This design comes from an exercise in tuning for a short achievable clock period and few clock cycles on the open sky130 flow, not from production work.
In this exercise RTL edits were held to simulation tests only and were not proved equivalent to the original.
Power and IR drop assume default switching activity.

==> design/flow/design.v <==
`timescale 1ns/1ps
package mips_pkg;
   typedef logic [31:0] word_t;
   typedef logic [4:0]  reg_addr_t;
   typedef enum logic [5:0] {
      OP_RTYPE = 6'h00, OP_J     = 6'h02, OP_JAL  = 6'h03, OP_BEQ   = 6'h04,
      OP_BNE   = 6'h05, OP_ADDIU = 6'h09, OP_SLTI = 6'h0a, OP_SLTIU = 6'h0b,
      OP_ANDI  = 6'h0c, OP_ORI   = 6'h0d, OP_XORI = 6'h0e, OP_LUI   = 6'h0f,
      OP_LB    = 6'h20, OP_LH    = 6'h21, OP_LW   = 6'h23, OP_LBU   = 6'h24,
      OP_LHU   = 6'h25, OP_SB    = 6'h28, OP_SH   = 6'h29, OP_SW    = 6'h2b
   } opcode_e;
   typedef enum logic [5:0] {
      FN_SLL  = 6'h00, FN_SRL  = 6'h02, FN_SRA = 6'h03, FN_JR   = 6'h08,
      FN_ADDU = 6'h21, FN_SUBU = 6'h23, FN_AND = 6'h24, FN_OR   = 6'h25,
      FN_XOR  = 6'h26, FN_NOR  = 6'h27, FN_SLT = 6'h2a, FN_SLTU = 6'h2b
   } funct_e;
   typedef enum logic [3:0] {
      ALU_ADD, ALU_SUB, ALU_AND, ALU_OR, ALU_XOR, ALU_NOR,
      ALU_SLT, ALU_SLTU, ALU_SLL, ALU_SRL, ALU_SRA, ALU_LUI
   } alu_op_e;
   typedef enum logic [1:0] {MEM_BYTE = 2'b00, MEM_HALF = 2'b01, MEM_WORD = 2'b11} mem_size_e;
   typedef enum logic       {SRC_A_REG, SRC_A_SHAMT} src_a_e;
   typedef enum logic [1:0] {SRC_B_REG, SRC_B_IMM, SRC_B_EIGHT} src_b_e;
   typedef enum logic [1:0] {DST_RT, DST_RD, DST_R31} reg_dst_e;
   typedef enum logic [2:0] {FLOW_NONE, FLOW_BEQ, FLOW_BNE, FLOW_J, FLOW_JR} flow_e;
   typedef struct packed {
      alu_op_e   alu_op;
      src_a_e    src_a;
      src_b_e    src_b;
      reg_dst_e  reg_dst;
      flow_e     flow;
      logic      reg_write;
      logic      imm_signed;   
      logic      mem_read;
      logic      mem_write;
      mem_size_e mem_size;
      logic      mem_signed;   
      logic      link;         
   } ctrl_t;
endpackage
`timescale 1ns/1ps
module alu (
   input  mips_pkg::word_t   a,
   input  mips_pkg::word_t   b,
   input  mips_pkg::alu_op_e op,
   output mips_pkg::word_t   y
);
   logic [4:0] shamt;
   assign shamt = a[4:0];   
   always_comb begin
      case (op)
         mips_pkg::ALU_ADD:  y = a + b;
         mips_pkg::ALU_SUB:  y = a - b;
         mips_pkg::ALU_AND:  y = a & b;
         mips_pkg::ALU_OR:   y = a | b;
         mips_pkg::ALU_XOR:  y = a ^ b;
         mips_pkg::ALU_NOR:  y = ~(a | b);
         mips_pkg::ALU_SLT:  y = {31'b0, $signed(a) < $signed(b)};
         mips_pkg::ALU_SLTU: y = {31'b0, a < b};
         mips_pkg::ALU_SLL:  y = b << shamt;
         mips_pkg::ALU_SRL:  y = b >> shamt;
         mips_pkg::ALU_SRA:  y = $signed(b) >>> shamt;
         mips_pkg::ALU_LUI:  y = {b[15:0], 16'h0000};
         default:  y = '0;
      endcase
   end
endmodule
`timescale 1ns/1ps
module reg_file (
   input  logic                CLK,
   input  logic                we,
   input  mips_pkg::reg_addr_t ra1,
   input  mips_pkg::reg_addr_t ra2,
   input  mips_pkg::reg_addr_t wa,
   input  mips_pkg::word_t     wd,
   output mips_pkg::word_t     rd1,
   output mips_pkg::word_t     rd2
);
   mips_pkg::word_t regs [0:31];
   always_ff @(posedge CLK) begin
      if (we && wa != 5'd0)
         regs[wa] <= wd;
   end
   assign rd1 = (ra1 == 5'd0) ? '0 : regs[ra1];
   assign rd2 = (ra2 == 5'd0) ? '0 : regs[ra2];
endmodule
`timescale 1ns/1ps
module branch_unit (
   input  mips_pkg::flow_e flow,
   input  mips_pkg::word_t rs_val,
   input  mips_pkg::word_t rt_val,
   input  mips_pkg::word_t pc_ex,
   input  logic [15:0]     imm,
   input  logic [25:0]     jtarget,
   output logic            taken,
   output mips_pkg::word_t target
);
   mips_pkg::word_t pc_plus4;
   assign pc_plus4 = pc_ex + 32'd4;   
   always_comb begin
      taken  = 1'b0;
      target = pc_plus4 + {{14{imm[15]}}, imm, 2'b00};
      case (flow)
         mips_pkg::FLOW_BEQ: taken = (rs_val == rt_val);
         mips_pkg::FLOW_BNE: taken = (rs_val != rt_val);
         mips_pkg::FLOW_J: begin
            taken  = 1'b1;
            target = {pc_plus4[31:28], jtarget, 2'b00};   
         end
         mips_pkg::FLOW_JR: begin
            taken  = 1'b1;
            target = rs_val;
         end
         default: taken = 1'b0;
      endcase
   end
endmodule
`timescale 1ns/1ps
module load_store_align (
   input  mips_pkg::word_t     st_data,
   input  mips_pkg::mem_size_e st_size,
   input  logic [1:0]          st_offset,
   output mips_pkg::word_t     wdata,
   output logic [3:0]          be,
   input  mips_pkg::word_t     ld_raw,
   input  mips_pkg::mem_size_e ld_size,
   input  logic                ld_signed,
   input  logic [1:0]          ld_offset,
   output mips_pkg::word_t     ld_data
);
   mips_pkg::word_t       ld_shifted;
   logic [7:0]  byte_lane;
   logic [15:0] half_lane;
   always_comb begin
      case (st_size)
         mips_pkg::MEM_BYTE: begin
            wdata = {24'b0, st_data[7:0]} << {~st_offset, 3'b000};
            be    = 4'b1000 >> st_offset;
         end
         mips_pkg::MEM_HALF: begin
            wdata = st_offset[1] ? {16'b0, st_data[15:0]} : {st_data[15:0], 16'b0};
            be    = st_offset[1] ? 4'b0011 : 4'b1100;
         end
         default: begin
            wdata = st_data;
            be    = 4'b1111;
         end
      endcase
   end
   assign ld_shifted = ld_raw >> {~ld_offset, 3'b000};
   assign byte_lane  = ld_shifted[7:0];
   assign half_lane  = ld_offset[1] ? ld_raw[15:0] : ld_raw[31:16];
   always_comb begin
      case (ld_size)
         mips_pkg::MEM_BYTE: ld_data = {{24{ld_signed & byte_lane[7]}}, byte_lane};
         mips_pkg::MEM_HALF: ld_data = {{16{ld_signed & half_lane[15]}}, half_lane};
         default:  ld_data = ld_raw;
      endcase
   end
endmodule
`timescale 1ns/1ps
module control_decode (
   input  mips_pkg::word_t instr,
   output mips_pkg::ctrl_t ctrl
);
   mips_pkg::opcode_e opcode;
   mips_pkg::funct_e  funct;
   assign opcode = mips_pkg::opcode_e'(instr[31:26]);
   assign funct  = mips_pkg::funct_e'(instr[5:0]);
   always_comb begin
      ctrl.alu_op     = mips_pkg::ALU_ADD;
      ctrl.src_a      = mips_pkg::SRC_A_REG;
      ctrl.src_b      = mips_pkg::SRC_B_IMM;
      ctrl.reg_dst    = mips_pkg::DST_RT;
      ctrl.flow       = mips_pkg::FLOW_NONE;
      ctrl.reg_write  = 1'b0;
      ctrl.imm_signed = 1'b1;
      ctrl.mem_read   = 1'b0;
      ctrl.mem_write  = 1'b0;
      ctrl.mem_size   = mips_pkg::MEM_WORD;
      ctrl.mem_signed = 1'b0;
      ctrl.link       = 1'b0;
      case (opcode)
         mips_pkg::OP_RTYPE: begin
            ctrl.src_b     = mips_pkg::SRC_B_REG;
            ctrl.reg_dst   = mips_pkg::DST_RD;
            ctrl.reg_write = 1'b1;
            case (funct)
               mips_pkg::FN_ADDU: ctrl.alu_op = mips_pkg::ALU_ADD;
               mips_pkg::FN_SUBU: ctrl.alu_op = mips_pkg::ALU_SUB;
               mips_pkg::FN_AND:  ctrl.alu_op = mips_pkg::ALU_AND;
               mips_pkg::FN_OR:   ctrl.alu_op = mips_pkg::ALU_OR;
               mips_pkg::FN_XOR:  ctrl.alu_op = mips_pkg::ALU_XOR;
               mips_pkg::FN_NOR:  ctrl.alu_op = mips_pkg::ALU_NOR;
               mips_pkg::FN_SLT:  ctrl.alu_op = mips_pkg::ALU_SLT;
               mips_pkg::FN_SLTU: ctrl.alu_op = mips_pkg::ALU_SLTU;
               mips_pkg::FN_SLL:  ctrl.alu_op = mips_pkg::ALU_SLL;
               mips_pkg::FN_SRL:  ctrl.alu_op = mips_pkg::ALU_SRL;
               mips_pkg::FN_SRA:  ctrl.alu_op = mips_pkg::ALU_SRA;
               mips_pkg::FN_JR: begin
                  ctrl.flow      = mips_pkg::FLOW_JR;
                  ctrl.reg_write = 1'b0;
               end
               default: ctrl.reg_write = 1'b0;   
            endcase
            if (instr[5:2] == 4'b0000)
               ctrl.src_a = mips_pkg::SRC_A_SHAMT;   
         end
         mips_pkg::OP_ADDIU, mips_pkg::OP_SLTI, mips_pkg::OP_SLTIU, mips_pkg::OP_ANDI, mips_pkg::OP_ORI, mips_pkg::OP_XORI, mips_pkg::OP_LUI: begin
            ctrl.reg_write  = 1'b1;
            ctrl.imm_signed = ~instr[28];   
            case (opcode)
               mips_pkg::OP_SLTI:  ctrl.alu_op = mips_pkg::ALU_SLT;
               mips_pkg::OP_SLTIU: ctrl.alu_op = mips_pkg::ALU_SLTU;
               mips_pkg::OP_ANDI:  ctrl.alu_op = mips_pkg::ALU_AND;
               mips_pkg::OP_ORI:   ctrl.alu_op = mips_pkg::ALU_OR;
               mips_pkg::OP_XORI:  ctrl.alu_op = mips_pkg::ALU_XOR;
               mips_pkg::OP_LUI:   ctrl.alu_op = mips_pkg::ALU_LUI;
               default:  ctrl.alu_op = mips_pkg::ALU_ADD;
            endcase
         end
         mips_pkg::OP_LB, mips_pkg::OP_LH, mips_pkg::OP_LW, mips_pkg::OP_LBU, mips_pkg::OP_LHU: begin
            ctrl.mem_read   = 1'b1;
            ctrl.reg_write  = 1'b1;
            ctrl.mem_size   = mips_pkg::mem_size_e'(instr[27:26]);
            ctrl.mem_signed = ~instr[28];   
         end
         mips_pkg::OP_SB, mips_pkg::OP_SH, mips_pkg::OP_SW: begin
            ctrl.mem_write = 1'b1;
            ctrl.mem_size  = mips_pkg::mem_size_e'(instr[27:26]);
         end
         mips_pkg::OP_BEQ: ctrl.flow = mips_pkg::FLOW_BEQ;
         mips_pkg::OP_BNE: ctrl.flow = mips_pkg::FLOW_BNE;
         mips_pkg::OP_J:   ctrl.flow = mips_pkg::FLOW_J;
         mips_pkg::OP_JAL: begin
            ctrl.flow      = mips_pkg::FLOW_J;
            ctrl.link      = 1'b1;
            ctrl.src_b     = mips_pkg::SRC_B_EIGHT;   
            ctrl.reg_dst   = mips_pkg::DST_R31;
            ctrl.reg_write = 1'b1;
         end
         default: ctrl.flow = mips_pkg::FLOW_NONE;
      endcase
   end
endmodule
`timescale 1ns/1ps
module datapath #(
   parameter mips_pkg::word_t RESET_PC = 32'h0000_0000
) (
   input  logic            CLK,
   input  logic            rst,
   output mips_pkg::word_t imem_addr,
   input  mips_pkg::word_t imem_rdata,
   output mips_pkg::word_t instr,
   input  mips_pkg::ctrl_t ctrl,
   output mips_pkg::word_t dmem_addr,
   output mips_pkg::word_t dmem_wdata,
   output logic [3:0]      dmem_be,
   output logic            dmem_we,
   output logic            dmem_re,
   input  mips_pkg::word_t dmem_rdata   
);
   mips_pkg::word_t      pc;         
   mips_pkg::word_t      pc_ex;      
   logic       rst_q;
   mips_pkg::reg_addr_t  rs;
   mips_pkg::reg_addr_t  rt;
   mips_pkg::reg_addr_t  dest;
   mips_pkg::word_t      rd1;
   mips_pkg::word_t      rd2;
   mips_pkg::word_t      rs_val;
   mips_pkg::word_t      rt_val;
   mips_pkg::word_t      imm_ext;
   mips_pkg::word_t      op_a;
   mips_pkg::word_t      op_b;
   mips_pkg::word_t      alu_y;
   mips_pkg::word_t      br_target;
   logic       br_taken;
   mips_pkg::word_t      st_wdata;
   logic [3:0] st_be;
   mips_pkg::word_t      ld_data;
   mips_pkg::word_t      wb_value;
   logic       wb_we;
   logic       wb_load;
   mips_pkg::reg_addr_t  wb_dest;
   mips_pkg::word_t      wb_alu;
   mips_pkg::mem_size_e  wb_size;
   logic       wb_signed;
   assign imem_addr = pc;
   assign instr     = (rst || rst_q) ? '0 : imem_rdata;   
   assign rs = instr[25:21];
   assign rt = instr[20:16];
   always_comb begin
      case (ctrl.reg_dst)
         mips_pkg::DST_RD:  dest = instr[15:11];
         mips_pkg::DST_R31: dest = 5'd31;
         default: dest = instr[20:16];
      endcase
   end
   reg_file regs_i (
      .CLK (CLK),
      .we  (wb_we),
      .ra1 (rs),
      .ra2 (rt),
      .wa  (wb_dest),
      .wd  (wb_value),
      .rd1 (rd1),
      .rd2 (rd2)
   );
   assign wb_value = wb_load ? ld_data : wb_alu;
   assign rs_val   = (wb_we && wb_dest != 5'd0 && wb_dest == rs) ? wb_value : rd1;
   assign rt_val   = (wb_we && wb_dest != 5'd0 && wb_dest == rt) ? wb_value : rd2;
   assign imm_ext = ctrl.imm_signed ? {{16{instr[15]}}, instr[15:0]} : {16'b0, instr[15:0]};
   always_comb begin
      if (ctrl.link)
         op_a = pc_ex;
      else if (ctrl.src_a == mips_pkg::SRC_A_SHAMT)
         op_a = {27'b0, instr[10:6]};
      else
         op_a = rs_val;
      case (ctrl.src_b)
         mips_pkg::SRC_B_IMM:   op_b = imm_ext;
         mips_pkg::SRC_B_EIGHT: op_b = 32'd8;
         default:     op_b = rt_val;
      endcase
   end
   alu alu_i (.a(op_a), .b(op_b), .op(ctrl.alu_op), .y(alu_y));
   branch_unit branch_i (
      .flow    (ctrl.flow),
      .rs_val  (rs_val),
      .rt_val  (rt_val),
      .pc_ex   (pc_ex),
      .imm     (instr[15:0]),
      .jtarget (instr[25:0]),
      .taken   (br_taken),
      .target  (br_target)
   );
   load_store_align align_i (
      .st_data   (rt_val),
      .st_size   (ctrl.mem_size),
      .st_offset (alu_y[1:0]),
      .wdata     (st_wdata),
      .be        (st_be),
      .ld_raw    (dmem_rdata),
      .ld_size   (wb_size),
      .ld_signed (wb_signed),
      .ld_offset (wb_alu[1:0]),
      .ld_data   (ld_data)
   );
   assign dmem_addr  = alu_y;
   assign dmem_wdata = st_wdata;
   assign dmem_be    = ctrl.mem_write ? st_be : 4'b0000;
   assign dmem_we    = ctrl.mem_write;
   assign dmem_re    = ctrl.mem_read;
   always_ff @(posedge CLK) begin
      if (rst) begin
         pc      <= RESET_PC;
         wb_we   <= 1'b0;
         wb_load <= 1'b0;
      end else begin
         pc      <= br_taken ? br_target : pc + 32'd4;   
         wb_we   <= ctrl.reg_write;
         wb_load <= ctrl.mem_read;
      end
   end
   always_ff @(posedge CLK) begin
      rst_q     <= rst;
      pc_ex     <= pc;
      wb_dest   <= dest;
      wb_alu    <= alu_y;
      wb_size   <= ctrl.mem_size;
      wb_signed <= ctrl.mem_signed;
   end
endmodule
`timescale 1ns/1ps
module cpu_top #(
   parameter mips_pkg::word_t RESET_PC = 32'h0000_0000
) (
   input  logic            CLK,
   input  logic            rst,
   output mips_pkg::word_t imem_addr,
   input  mips_pkg::word_t imem_rdata,
   output mips_pkg::word_t dmem_addr,
   output mips_pkg::word_t dmem_wdata,
   output logic [3:0]      dmem_be,
   output logic            dmem_we,
   output logic            dmem_re,
   input  mips_pkg::word_t dmem_rdata
);
   mips_pkg::word_t instr;   
   mips_pkg::ctrl_t ctrl;
   control_decode decode_i (.instr(instr), .ctrl(ctrl));
   datapath #(.RESET_PC(RESET_PC)) datapath_i (
      .CLK        (CLK),
      .rst        (rst),
      .imem_addr  (imem_addr),
      .imem_rdata (imem_rdata),
      .instr      (instr),
      .ctrl       (ctrl),
      .dmem_addr  (dmem_addr),
      .dmem_wdata (dmem_wdata),
      .dmem_be    (dmem_be),
      .dmem_we    (dmem_we),
      .dmem_re    (dmem_re),
      .dmem_rdata (dmem_rdata)
   );
endmodule
==> design/flow/constraint.sdc <==
create_clock -name core_clock -period 14.0 [get_ports {CLK}]
set_input_delay 2.8000 -clock core_clock [delete_from_list [all_inputs] [get_ports {CLK}]]
set_output_delay 2.8000 -clock core_clock [all_outputs]
set_load 0.01 [all_outputs]
==> design/flow/config.mk <==
export PLATFORM = sky130hd
export DESIGN_NAME = cpu_top
export DESIGN_NICKNAME = cpu_top
export VERILOG_FILES = /design/flow/design.v
export SDC_FILE = /design/flow/constraint.sdc
export NUM_CORES = 4
export LEC_CHECK = 0
export ABC_CLOCK_PERIOD_IN_PS = 7000
export CAP_MARGIN = 20
export CORE_MARGIN = 2
export CORE_UTILIZATION = 30
export SETUP_SLACK_MARGIN = 0.3
export SLEW_MARGIN = 20
==> design/flow/run.sh <==
#!/bin/bash
# synth_recipe.tcl (not shown) runs the flow's synth.tcl, then flattens the netlist and writes it again
# the make line also repeats each setting of config.mk as NAME=value (left out here)
make -C /OpenROAD-flow-scripts/flow DESIGN_CONFIG=/design/flow/config.mk WORK_HOME=/design/flow/orfs CLKGATE_MAP_FILE= SYNTH_SCRIPT=/design/flow/synth_recipe.tcl finish
==> results.ini <==
[critical_path]
required_ns = 11.20
critPathSlowestCell = nor2_1
end_kind = primary output
crit_fanout = 34
critPathArrivalTime_ns = 10.90
path_class = in2out
cp_slowest_stage_delay_ns = 0.73
start_kind = input port
path_common_cell = a21o_1

[clocking]
clk_pin_slew_worst_paths_ns = 0.06
clock_sinks = 1131
numCtsBuffers = 130
h-tree-depth = 4
cts_buffer_depth = 3
hold_buffers = 0
postCtsSetupBuffers = 0
clock-root-buffer = clkbuf_16
clkLatencyLatePin_ns = 0.84
cts_tree = done

[grt]
grt_pass1_vias = 61190
grt_start_max_net_pins = 98
grt-ovfl-total = 0
antenna_found_initial = 26
grt_usage_pct = 30.66
grt_pass1_wl_um = 509800

[sta]
fin_hold_ws_ns = 0.3976
worst_slew_pin_slew_ns = 1.293
min_period_over_period_pct = 97.87
clock_skew_ns = 0.07282
fmax_ghz = 0.07298
setup_viol = 0
fin_tns_setup_ns = 0
layout_setup_ws_ns = 0.2978
max_slew_margin_pct = 13.78
rsz0062_at_grt = false
final-hold-violation-count = 0
finalCriticalPeriod_ns = 13.70
slew_viol_final = 0

[layout]
final_cell_area_um2 = 81490
syn_to_final_growth_pct = 16.68
n_fill_cell = 23009
fin_nets = 7245
fin_util_pct = 35.11
drive_above_1_share_pct = 14.62

[die]
die_area_um2 = 236700
dieWidth_um = 486.5
pin_count = 168
die_h_um = 486.5
initial_core_util_pct = 30.09
rows = 177
coreArea_um2 = 232100

[pwr]
power_switching_share_pct = 33.89
p_int_mw = 6.779
clkPwrFrac_pct = 34.8
p_comb_share_pct = 25.6
powerDensity_nw_per_um2 = 125.8
vdd_ir_drop_max_mv = 0.1445
p_leak_nw = 28.13
power.switching_mw = 3.475
p_seq_share_pct = 39.6

[worst_hold_path]
hold_class = reg2reg

[route]
post_drt_via_cell_ratio = 6.458
vias = 65880
wl_per_cell_um = 37.04
wl_um = 377900
drc_errors = 0
drtPass1Iterations = 7
drt-initial-drc-count = 10719
ant_nets = 0

[synthesis]
syn_area_um2 = 69840
synth_top_cell_by_area = edfxtp_1
postSynthAreaPerCell_um2 = 10.26
yosysWarnings = 6
yosysMostFrequentCell = edfxtp_1
synthTopCellsByArea = edfxtp_1 (44%), nand2_1 (4.6%), mux2i_1 (4.5%)
yosysUniqueCellTypes = 123
synth_commonest_cells = edfxtp_1 (1,024), nand2_1 (858), nor2_1 (458)
synth_edf_count = 1024
ys_seq_elements = 1131
ys_dominant_reg_cell = edfxtp_1
synth_top_cell_area_share_pct = 44.03
synthArstFlopShare_pct = 0
synthCells = 6805
ys_seq_area_share_pct = 47.09

[placed_design]
detailedPlace.worstSlack_ns = 0.02386
port_buffers = 167
gp_congestion = 1.035
post_dp_cell_area_um2 = 76980
dp_hpwl_um = 260700

[job]
cap_violations = 0

[run_status]
status = timing/DRC/antenna clean

power groups by stage:
stage	combinational, mW	clock (mW)	sequential (mW)
2_1_floorplan	1.24	0	4.12
3_3_place_gp	2.48	0	4.13
3_5_place_dp	2.48	0	4.13
4_1_cts	2.49	3.58	4.06
5_1_grt	2.67	3.71	4.06
6_report	2.62	3.57	4.06
sequential cells by signal, summed over array words and instances, names as in the netlist:
| signal | count |
|---|---|
| datapath_i.wb_we | 1 |
| datapath_i.wb_signed | 1 |
| datapath_i.wb_alu | 32 |
| datapath_i.pc | 32 |
| datapath_i.wb_dest | 5 |
| datapath_i.regs_i.regs | 1024 |
| datapath_i.pc_ex | 32 |
| datapath_i.wb_load | 1 |
| datapath_i.wb_size | 2 |
| datapath_i.rst_q | 1 |
metrics by stage:
| stage | cells | power, mW |
|---|---|---|
| floorplan | 6836 | 5.355 |
| global placement | 9941 | 6.608 |
| detailed placement | 9946 | 6.608 |
| CTS | 10182 | 10.13 |
| global route | 10189 | 10.45 |
| finish | 10202 | 10.25 |
cell usage in the layout, fill, tap and decap left out, types with 137 or more instances in the layout:
master and instances:
nor2b_1 178, edfxtp_1 1024, a211oi_1 230, clkdlybuf4s50_1 159, nand2_1 855, mux2i_1 314, buf_4 425, nand3_1 154
nor2_1 420, a31oi_1 137, a21oi_1 418, o21ai_0 308
layout make-up:
cell class                      count  area (um^2)  share of cell area, %
Timing Repair Buffer              627         5580                  6.848
Clock buffer                      163         3472                  4.261
Sequential cell                  1131        32900                  40.37
Multi-Input combinational cell   5006        34280                  42.06
Tap cell                         3043         3807                  4.672
Clock inverter                     71        878.3                  1.078
Inverter                          145        544.3                 0.6679
Antenna cell                       16        40.04                0.04913
path summary, 6_finish.rpt:
path | slack, ns | endpoint | depth (start not counted) | start
worst min-delay path | 0.40 | datapath_i.pc_ex[20] | 0 | datapath_i.pc[20]
worst max register to register | 5.54 | datapath_i.wb_alu[22] | 23 | datapath_i.rst_q
worst max-delay path | 0.30 | dmem_addr[30] | 26 | imem_rdata[18]
worst min register to register | 0.40 | datapath_i.pc_ex[20] | 0 | datapath_i.pc[20]
logic make-up (layout without fill, tap and decap cells):
| logic type | Yosys count | count (layout) | share of synthesized area, % |
|---|---|---|---|
| and+or+nand+nor | 2115 | 2119 | 14.19 |
| AOI/OAI and AO/OA | 2100 | 2100 | 20.94 |
| DFF | 1131 | 1131 | 47.09 |
| buffers and inverters | 703 | 1006 | 4.839 |
| muxes | 500 | 500 | 8.948 |
| adders and majority gates | 138 | 138 | 2.504 |
| xor gates and xnor gates | 117 | 117 | 1.478 |
| other | 1 | 48 | 0.005369 |
worst max-delay path, delay by kind of cell:
kind | cells | cell delay [ns]
fa+ha+maj | 1 | 0.37
buf+inv | 6 | 1.72
simple gates | 5 | 1.82
compound gates | 14 | 4.11
metal layers:
metal	share of wire (%)	vias up	routed length [um]	GRT usage, %
met5	0.040	-	150	0
met4	8.1	22	30550	20.43
met3	14	1353	51770	10.79
met2	41	5319	155000	43.97
met1	37	32545	140400	38.67
li1	-	26641	-	-
repair_timing:
item,CTS,global route
gates resized for setup,4,12
setup endpoints to repair,30,37
pin swaps,1,2
cloned,2,2
Testbench counts, summed over its fixed seeds: cycles 81,871.

## port drivers added, routing unchanged
How much do the figures lean on ideal ports? The routed layout below was timed once more, with nothing changed but the port constraints. Step 1, drivers: a clkbuf_16 drives CLK and a buf_2 each remaining input, both assumed. Step 2 adds t to the input delays and takes it off the output delays; t is the mean of the earliest and latest rising clock arrival at the registers after step 1. Input paths then give back, and output paths get back, about the clock's delay inside the block. a / b / c = ideal / step 1 / step 2; a / b = the first two.
t (ns): 0.898
setup slack, ns: 0.298 / 0.250 / 0.250
worst hold slack (ns): 0.398 / 0.398 / 0.398
slew at the worst register clock pin (ns): 0.09 / 0.09
After both steps setup and hold are still met in this run. The setup slack of this run moves by -0.048 ns with the drivers and by -0.048 ns with both steps.
